Background: an optimization exercise with open tools, aiming at small area. Do not read the settings as production practice. At most, simulation tests tie the RTL to the original design; equivalence was not proved. Power figures rest on the tool's default switching activity, not on a simulated workload. The flow treats the clock pin as an ideal source, which a real chip does not have.

==> inputs of 05-13 <==
==> flow/design.v <==
package fcp_link_pkg;
    localparam int VC_W    = 16;
    localparam int STAT_W  = 32;
    localparam int BEAT_W  = 112;
    localparam int COUNT_W = 32;
    localparam int TOTAL_W = 64;
    typedef logic [VC_W-1:0]    vc_t;
    typedef logic [STAT_W-1:0]  stat_t;
    typedef logic [BEAT_W-1:0]  beat_t;
    typedef logic [COUNT_W-1:0] count_t;
    typedef logic [TOTAL_W-1:0] total_t;
    typedef struct packed {
        logic  valid;
        vc_t   vc;
        stat_t fccl;
        stat_t qlen;
        stat_t fccr;
    } fcp_msg_t;
    localparam int QUEUE_DEPTH = 16;
    localparam int QADDR_W     = $clog2(QUEUE_DEPTH);
    localparam int QCOUNT_W    = QADDR_W + 1;
    typedef logic [QADDR_W-1:0]  qaddr_t;
    typedef logic [QCOUNT_W-1:0] qcount_t;
    localparam int HOLDOFF_CYCLES     = 64;
    localparam int RATE_WINDOW_CYCLES = 256;
    localparam int WINDOW_W           = $clog2(RATE_WINDOW_CYCLES);
    localparam int RATE_W             = WINDOW_W + 1;
    typedef logic [WINDOW_W-1:0] window_cnt_t;
    typedef logic [RATE_W-1:0]   rate_t;
endpackage
module fcp_ingress_packer (
    input  logic                  user_clk,
    input  logic                  rst_user_300,
    input  fcp_link_pkg::fcp_msg_t fcp_in,
    input  logic                  holdoff_end,
    input  logic                  full,
    output fcp_link_pkg::beat_t   wr_beat,
    output logic                  wr_en,
    output logic                  link_up,
    output fcp_link_pkg::count_t  drop_count
);
    logic                 link_up_q;
    logic                 beat_valid_q;
    fcp_link_pkg::beat_t  beat_q;
    fcp_link_pkg::count_t drop_q;
    always_ff @(posedge user_clk) begin
        if (rst_user_300) begin
            link_up_q <= 1'b0;
        end else if (holdoff_end) begin
            link_up_q <= 1'b1;
        end
    end
    assign link_up = link_up_q;
    always_ff @(posedge user_clk) begin
        if (rst_user_300) begin
            beat_valid_q <= 1'b0;
        end else begin
            beat_valid_q <= fcp_in.valid && link_up_q;
        end
    end
    always_ff @(posedge user_clk) begin
        beat_q <= fcp_in[fcp_link_pkg::BEAT_W-1:0];
    end
    assign wr_beat = beat_q;
    assign wr_en   = beat_valid_q && !full;
    always_ff @(posedge user_clk) begin
        if (rst_user_300) begin
            drop_q <= '0;
        end else if (beat_valid_q && full) begin
            drop_q <= drop_q + fcp_link_pkg::count_t'(1);
        end
    end
    assign drop_count = drop_q;
endmodule
module fcp_beat_queue (
    input  logic                user_clk,
    input  logic                rst_user_300,
    input  fcp_link_pkg::beat_t wr_beat,
    input  logic                wr_en,
    input  logic                rd_en,
    output fcp_link_pkg::beat_t last_beat,
    output logic                full,
    output logic                empty
);
    localparam int D = fcp_link_pkg::QUEUE_DEPTH;
    logic [D-1:0][fcp_link_pkg::BEAT_W-1:0] mem_q;
    fcp_link_pkg::qaddr_t  wr_ptr_q;
    fcp_link_pkg::qcount_t count_q;
    logic [D-1:0]          rd_oh_q;
    logic [D-1:0]          last_oh;
    assign full  = count_q[fcp_link_pkg::QADDR_W];
    assign empty = (count_q == '0);
    always_ff @(posedge user_clk) begin
        if (rst_user_300) begin
            count_q  <= '0;
            wr_ptr_q <= '0;
        end else begin
            if (wr_en && !rd_en) count_q <= count_q + fcp_link_pkg::qcount_t'(1);
            if (!wr_en && rd_en) count_q <= count_q - fcp_link_pkg::qcount_t'(1);
            if (wr_en) wr_ptr_q <= wr_ptr_q + fcp_link_pkg::qaddr_t'(1);
        end
    end
    always_ff @(posedge user_clk) begin
        if (rst_user_300) begin
            rd_oh_q <= D'(1);
        end else if (rd_en) begin
            rd_oh_q <= {rd_oh_q[D-2:0], rd_oh_q[D-1]};
        end
    end
    assign last_oh = {rd_oh_q[0], rd_oh_q[D-1:1]};
    for (genvar i = 0; i < D; i++) begin : g_row
        always_ff @(posedge user_clk) begin
            if (wr_en && wr_ptr_q == fcp_link_pkg::qaddr_t'(i)) begin
                mem_q[i] <= wr_beat;
            end
        end
    end
    always_comb begin
        last_beat = '0;
        for (int i = 0; i < D; i++) begin
            last_beat = last_beat | (mem_q[i] & {fcp_link_pkg::BEAT_W{last_oh[i]}});
        end
    end
endmodule
module fcp_egress_unpacker (
    input  logic                   user_clk,
    input  logic                   rst_user_300,
    input  fcp_link_pkg::beat_t    last_beat,
    input  logic                   empty,
    input  logic                   drain_en,
    output logic                   rd_en,
    output fcp_link_pkg::fcp_msg_t fcp_out
);
    logic valid_q;
    assign rd_en = drain_en && !empty;
    always_ff @(posedge user_clk) begin
        if (rst_user_300) begin
            valid_q <= 1'b0;
        end else begin
            valid_q <= rd_en;
        end
    end
    assign fcp_out = {valid_q, last_beat};
endmodule
module fcp_rate_meter (
    input  logic                 user_clk,
    input  logic                 rst_user_300,
    input  logic                 msg_valid,
    output logic                 holdoff_end,
    output fcp_link_pkg::total_t total_count,
    output fcp_link_pkg::count_t msg_rate
);
    fcp_link_pkg::total_t      total_q;
    fcp_link_pkg::window_cnt_t window_q;
    fcp_link_pkg::window_cnt_t in_window_q;
    fcp_link_pkg::rate_t       rate_q;
    logic                      window_end;
    always_ff @(posedge user_clk) begin
        if (rst_user_300) begin
            total_q <= '0;
        end else if (msg_valid) begin
            total_q <= total_q + fcp_link_pkg::total_t'(1);
        end
    end
    always_ff @(posedge user_clk) begin
        if (rst_user_300) begin
            window_q <= '0;
        end else begin
            window_q <= window_q + fcp_link_pkg::window_cnt_t'(1);
        end
    end
    assign window_end  = (window_q == fcp_link_pkg::window_cnt_t'(fcp_link_pkg::RATE_WINDOW_CYCLES - 1));
    assign holdoff_end = (window_q == fcp_link_pkg::window_cnt_t'(fcp_link_pkg::HOLDOFF_CYCLES - 1));
    always_ff @(posedge user_clk) begin
        if (rst_user_300) begin
            in_window_q <= '0;
            rate_q      <= '0;
        end else if (window_end) begin
            rate_q      <= fcp_link_pkg::rate_t'(in_window_q) + fcp_link_pkg::rate_t'(msg_valid);
            in_window_q <= '0;
        end else begin
            in_window_q <= in_window_q + fcp_link_pkg::window_cnt_t'(msg_valid);
        end
    end
    assign total_count = total_q;
    assign msg_rate    = fcp_link_pkg::count_t'(rate_q);
endmodule
module fcp_link_top (
    input  logic                   user_clk,
    input  logic                   rst_user_300,
    input  fcp_link_pkg::fcp_msg_t fcp_in,
    input  logic                   drain_en,
    output fcp_link_pkg::fcp_msg_t fcp_out,
    output logic                   link_up,
    output fcp_link_pkg::count_t   drop_count,
    output fcp_link_pkg::total_t   total_count,
    output fcp_link_pkg::count_t   msg_rate
);
    fcp_link_pkg::beat_t wr_beat;
    logic                wr_en;
    logic                full;
    logic                empty;
    logic                rd_en;
    logic                holdoff_end;
    fcp_link_pkg::beat_t last_beat;
    fcp_ingress_packer u_packer (
        .user_clk     (user_clk),
        .rst_user_300 (rst_user_300),
        .fcp_in       (fcp_in),
        .holdoff_end  (holdoff_end),
        .full         (full),
        .wr_beat      (wr_beat),
        .wr_en        (wr_en),
        .link_up      (link_up),
        .drop_count   (drop_count)
    );
    fcp_beat_queue u_queue (
        .user_clk     (user_clk),
        .rst_user_300 (rst_user_300),
        .wr_beat      (wr_beat),
        .wr_en        (wr_en),
        .rd_en        (rd_en),
        .last_beat    (last_beat),
        .full         (full),
        .empty        (empty)
    );
    fcp_egress_unpacker u_unpacker (
        .user_clk     (user_clk),
        .rst_user_300 (rst_user_300),
        .last_beat    (last_beat),
        .empty        (empty),
        .drain_en     (drain_en),
        .rd_en        (rd_en),
        .fcp_out      (fcp_out)
    );
    fcp_rate_meter u_meter (
        .user_clk     (user_clk),
        .rst_user_300 (rst_user_300),
        .msg_valid    (fcp_out.valid),
        .holdoff_end  (holdoff_end),
        .total_count  (total_count),
        .msg_rate     (msg_rate)
    );
endmodule
==> flow/flow/run.sh <==
#!/bin/bash
# Standard ORFS layout (standard synthesis unchanged), with lighter port buffers
# and a clock tree of large clusters without dummy loads. Each tool's output goes to a log here.
set -euo pipefail
B=sky130_fd_sc_hd
export BUFFER_PORTS_ARGS="-buffer_cell ${B}__buf_1"
export CTS_ARGS="-sink_clustering_enable -repair_clock_nets -dont_use_dummy_load -buf_list {${B}__clkbuf_16} -sink_clustering_size 30 -sink_clustering_max_diameter 100"
bash standard.sh > standard_flow.log 2>&1
==> flow/standard.sh <==
#!/bin/bash
# synth_recipe.tcl (not shown) runs the flow's synth.tcl, then flattens the netlist and writes it again
# the make line also repeats each setting of config.mk as NAME=value (left out here)
make -C /OpenROAD-flow-scripts/flow DESIGN_CONFIG=/design/flow/config.mk WORK_HOME=/design/flow/orfs CLKGATE_MAP_FILE= SYNTH_SCRIPT=/design/flow/synth_recipe.tcl "${@:-finish}"
==> flow/config.mk <==
export PLATFORM = sky130hd
export DESIGN_NAME = fcp_link_top
export DESIGN_NICKNAME = fcp_link_top
export VERILOG_FILES = /design/flow/design.v
export SDC_FILE = /design/flow/constraint.sdc
export NUM_CORES = 4
export LEC_CHECK = 0
export CAP_MARGIN = 20
export CORE_MARGIN = 2
export CORE_UTILIZATION = 45
export PLACE_DENSITY = 0.6
export SLEW_MARGIN = 20
export SYNTH_MEMORY_MAX_BITS = 16384
==> flow/constraint.sdc <==
create_clock -name core_clock -period 4.0 [get_ports {user_clk}]
set_input_delay 0.8000 -clock core_clock [delete_from_list [all_inputs] [get_ports {user_clk}]]
set_output_delay 0.8000 -clock core_clock [all_outputs]
set_load 0.01 [all_outputs]
==> 03-20: changes against 05-13 <==
==> flow/design.v, changed modules only <==
module fcp_ingress_packer (
    input  logic                  user_clk,
    input  logic                  rst_user_300,
    input  fcp_link_pkg::fcp_msg_t fcp_in,
    input  logic                  holdoff_end,
    input  logic                  full,
    output fcp_link_pkg::beat_t   wr_beat,
    output logic                  capture,
    output logic                  wr_en,
    output logic                  link_up,
    output fcp_link_pkg::count_t  drop_count
);
    logic                 link_up_q;
    logic                 beat_valid_q;
    fcp_link_pkg::beat_t  beat_q;
    fcp_link_pkg::count_t drop_q;
    always_ff @(posedge user_clk) begin
        if (rst_user_300) begin
            link_up_q <= 1'b0;
        end else if (holdoff_end) begin
            link_up_q <= 1'b1;
        end
    end
    assign link_up = link_up_q;
    assign capture = fcp_in.valid && link_up_q;
    always_ff @(posedge user_clk) begin
        if (rst_user_300) begin
            beat_valid_q <= 1'b0;
        end else begin
            beat_valid_q <= capture;
        end
    end
    always_ff @(posedge user_clk) begin
        beat_q <= fcp_in[fcp_link_pkg::BEAT_W-1:0];
    end
    assign wr_beat = beat_q;
    assign wr_en   = beat_valid_q && !full;
    always_ff @(posedge user_clk) begin
        if (rst_user_300) begin
            drop_q <= '0;
        end else if (beat_valid_q && full) begin
            drop_q <= drop_q + fcp_link_pkg::count_t'(1);
        end
    end
    assign drop_count = drop_q;
endmodule
module fcp_beat_queue (
    input  logic                user_clk,
    input  logic                rst_user_300,
    input  fcp_link_pkg::beat_t wr_beat,
    input  logic                capture,
    input  logic                wr_en,
    input  logic                rd_en,
    output fcp_link_pkg::beat_t last_beat,
    output logic                full,
    output logic                empty
);
    localparam int D = fcp_link_pkg::QUEUE_DEPTH;
    logic [D-1:0][fcp_link_pkg::BEAT_W-1:0] mem_q;
    fcp_link_pkg::qaddr_t  wr_ptr_q;
    fcp_link_pkg::qcount_t count_q;
    fcp_link_pkg::qaddr_t  wr_ptr_d;
    fcp_link_pkg::qcount_t count_d;
    logic [D-1:0]          we_q;
    logic [D-1:0]          hold_q;
    logic [D-1:0]          rd_oh_q;
    logic [D-1:0]          last_oh;
    assign full  = count_q[fcp_link_pkg::QADDR_W];
    assign empty = (count_q == '0);
    always_comb begin
        count_d = count_q;
        if (wr_en && !rd_en) count_d = count_q + fcp_link_pkg::qcount_t'(1);
        if (!wr_en && rd_en) count_d = count_q - fcp_link_pkg::qcount_t'(1);
    end
    assign wr_ptr_d = wr_ptr_q + fcp_link_pkg::qaddr_t'(wr_en);
    always_ff @(posedge user_clk) begin
        if (rst_user_300) begin
            count_q  <= '0;
            wr_ptr_q <= '0;
        end else begin
            count_q  <= count_d;
            wr_ptr_q <= wr_ptr_d;
        end
    end
    always_ff @(posedge user_clk) begin
        for (int i = 0; i < D; i++) begin
            if (rst_user_300) begin
                we_q[i]   <= 1'b0;
                hold_q[i] <= 1'b1;
            end else begin
                we_q[i]   <=   capture && !count_d[fcp_link_pkg::QADDR_W] && (wr_ptr_d == fcp_link_pkg::qaddr_t'(i));
                hold_q[i] <= !(capture && !count_d[fcp_link_pkg::QADDR_W] && (wr_ptr_d == fcp_link_pkg::qaddr_t'(i)));
            end
        end
    end
    always_ff @(posedge user_clk) begin
        if (rst_user_300) begin
            rd_oh_q <= D'(1);
        end else if (rd_en) begin
            rd_oh_q <= {rd_oh_q[D-2:0], rd_oh_q[D-1]};
        end
    end
    assign last_oh = {rd_oh_q[0], rd_oh_q[D-1:1]};
    for (genvar i = 0; i < D; i++) begin : g_row
        always_ff @(posedge user_clk) begin
            mem_q[i] <= (wr_beat & {fcp_link_pkg::BEAT_W{we_q[i]}})
                      | (mem_q[i] & {fcp_link_pkg::BEAT_W{hold_q[i]}});
        end
    end
    always_comb begin
        last_beat = '0;
        for (int i = 0; i < D; i++) begin
            last_beat = last_beat | (mem_q[i] & {fcp_link_pkg::BEAT_W{last_oh[i]}});
        end
    end
endmodule
module fcp_link_top (
    input  logic                   user_clk,
    input  logic                   rst_user_300,
    input  fcp_link_pkg::fcp_msg_t fcp_in,
    input  logic                   drain_en,
    output fcp_link_pkg::fcp_msg_t fcp_out,
    output logic                   link_up,
    output fcp_link_pkg::count_t   drop_count,
    output fcp_link_pkg::total_t   total_count,
    output fcp_link_pkg::count_t   msg_rate
);
    fcp_link_pkg::beat_t wr_beat;
    logic                wr_en;
    logic                capture;
    logic                full;
    logic                empty;
    logic                rd_en;
    logic                holdoff_end;
    fcp_link_pkg::beat_t last_beat;
    fcp_ingress_packer u_packer (
        .user_clk     (user_clk),
        .rst_user_300 (rst_user_300),
        .fcp_in       (fcp_in),
        .holdoff_end  (holdoff_end),
        .full         (full),
        .wr_beat      (wr_beat),
        .capture      (capture),
        .wr_en        (wr_en),
        .link_up      (link_up),
        .drop_count   (drop_count)
    );
    fcp_beat_queue u_queue (
        .user_clk     (user_clk),
        .rst_user_300 (rst_user_300),
        .wr_beat      (wr_beat),
        .capture      (capture),
        .wr_en        (wr_en),
        .rd_en        (rd_en),
        .last_beat    (last_beat),
        .full         (full),
        .empty        (empty)
    );
    fcp_egress_unpacker u_unpacker (
        .user_clk     (user_clk),
        .rst_user_300 (rst_user_300),
        .last_beat    (last_beat),
        .empty        (empty),
        .drain_en     (drain_en),
        .rd_en        (rd_en),
        .fcp_out      (fcp_out)
    );
    fcp_rate_meter u_meter (
        .user_clk     (user_clk),
        .rst_user_300 (rst_user_300),
        .msg_valid    (fcp_out.valid),
        .holdoff_end  (holdoff_end),
        .total_count  (total_count),
        .msg_rate     (msg_rate)
    );
endmodule
--- a/flow/config.mk
+++ b/flow/config.mk
@@ -8,6 +8,6 @@
 export CAP_MARGIN = 20
 export CORE_MARGIN = 2
-export CORE_UTILIZATION = 45
-export PLACE_DENSITY = 0.6
+export CORE_UTILIZATION = 75
+export PLACE_DENSITY = 0.88
 export SLEW_MARGIN = 20
 export SYNTH_MEMORY_MAX_BITS = 16384
==> comparison <==
05-13 finished with timing, DRC and antenna clean. 03-20 completed without violations. In 03-20 the synthesized cell count is higher than in 05-13, by about 64%. In 03-20 the via count is larger than in 05-13, by about 55%. Between 05-13 and 03-20, the lower maximum frequency is in 03-20 (gap about 0.6%, measured against 03-20). The first-iteration DRC count of 03-20 is 2.5 times that of 05-13. In clock power, 03-20 and 05-13 hardly differ. Total power: 05-13 is higher than 03-20 (about 4%). Between 05-13 and 03-20, the lower die area is in 03-20 (gap 64%, measured against 03-20). Between 03-20 and 05-13, the lower cell count is in 05-13 (gap 17%, measured against 05-13). Between 05-13 and 03-20, the lower clock-buffer cell count is in 03-20 (gap 2).
==> figures <==
item	03-20	05-13
Via count	61400	39700
Final core utilization	0.791	0.497
Count of distinct cell types in the synthesized netlist	51	46
Core ar.	0.0966 mm²	0.159 mm²
Internal portion of total power	24.8 mW	27.0 mW
CP startpoint	u_queue.rd_oh_q[3]	u_queue.rd_oh_q[13]
Ratio of layout area to synthesized area	1.045x	1.093x
Critical path capture point	fcp_out[83]	fcp_out[21]
Share of cell area taken by multi-input logic gates	0.366	0.155
Area of combinational cells with multiple inputs	0.0280 mm²	0.0122 mm²
WL final	251000 µm	196000 µm
Post-route setup slack	0.113 ns	0.136 ns
Storage element area	0.0419 mm²	0.0591 mm²
Crit share post-route	0.972	0.966
Result of the run	finished clean	finished clean
Clock network fraction of design power	0.304	0.293
Initial cell density of the core	0.757	0.455
Clock-cell share of area	0.0259	0.0257
Routing usage on met2	0.697	0.387
For 05-13, only the layout was checked, not whether the RTL still works.

==> port drivers added, routing unchanged <==
No port has a modelled driver above. Below, the same layouts with a new extraction and two added sets of constraints.
Step 1 (the two cells are an assumption about what drives the block):
set clk [get_ports {user_clk}]
set_driving_cell -lib_cell sky130_fd_sc_hd__clkbuf_16 $clk
set_driving_cell -lib_cell sky130_fd_sc_hd__buf_2 [delete_from_list [all_inputs] $clk]
Step 2 also shifts input and output timing later by t, the mid clock arrival at the registers, as if the neighbouring blocks saw the same clock.
Three values: no drivers, after step 1, after step 2; two values: the first two.
run | t (ns) | slack for setup (ns) | hold slack, ns | worst setup path at the end | latest minus earliest clock arrival (ns)
05-13 | 0.778 | 0.136 / 0.048 / 0.826 | 0.119 / 0.053 / 0.473 | register to output | 0.153 / 0.153
03-20 | 0.768 | 0.113 / 0.036 / 0.686 | 0.169 / 0.114 / 0.468 | register to register | 0.052 / 0.051
After both steps setup and hold are still met in every run listed.
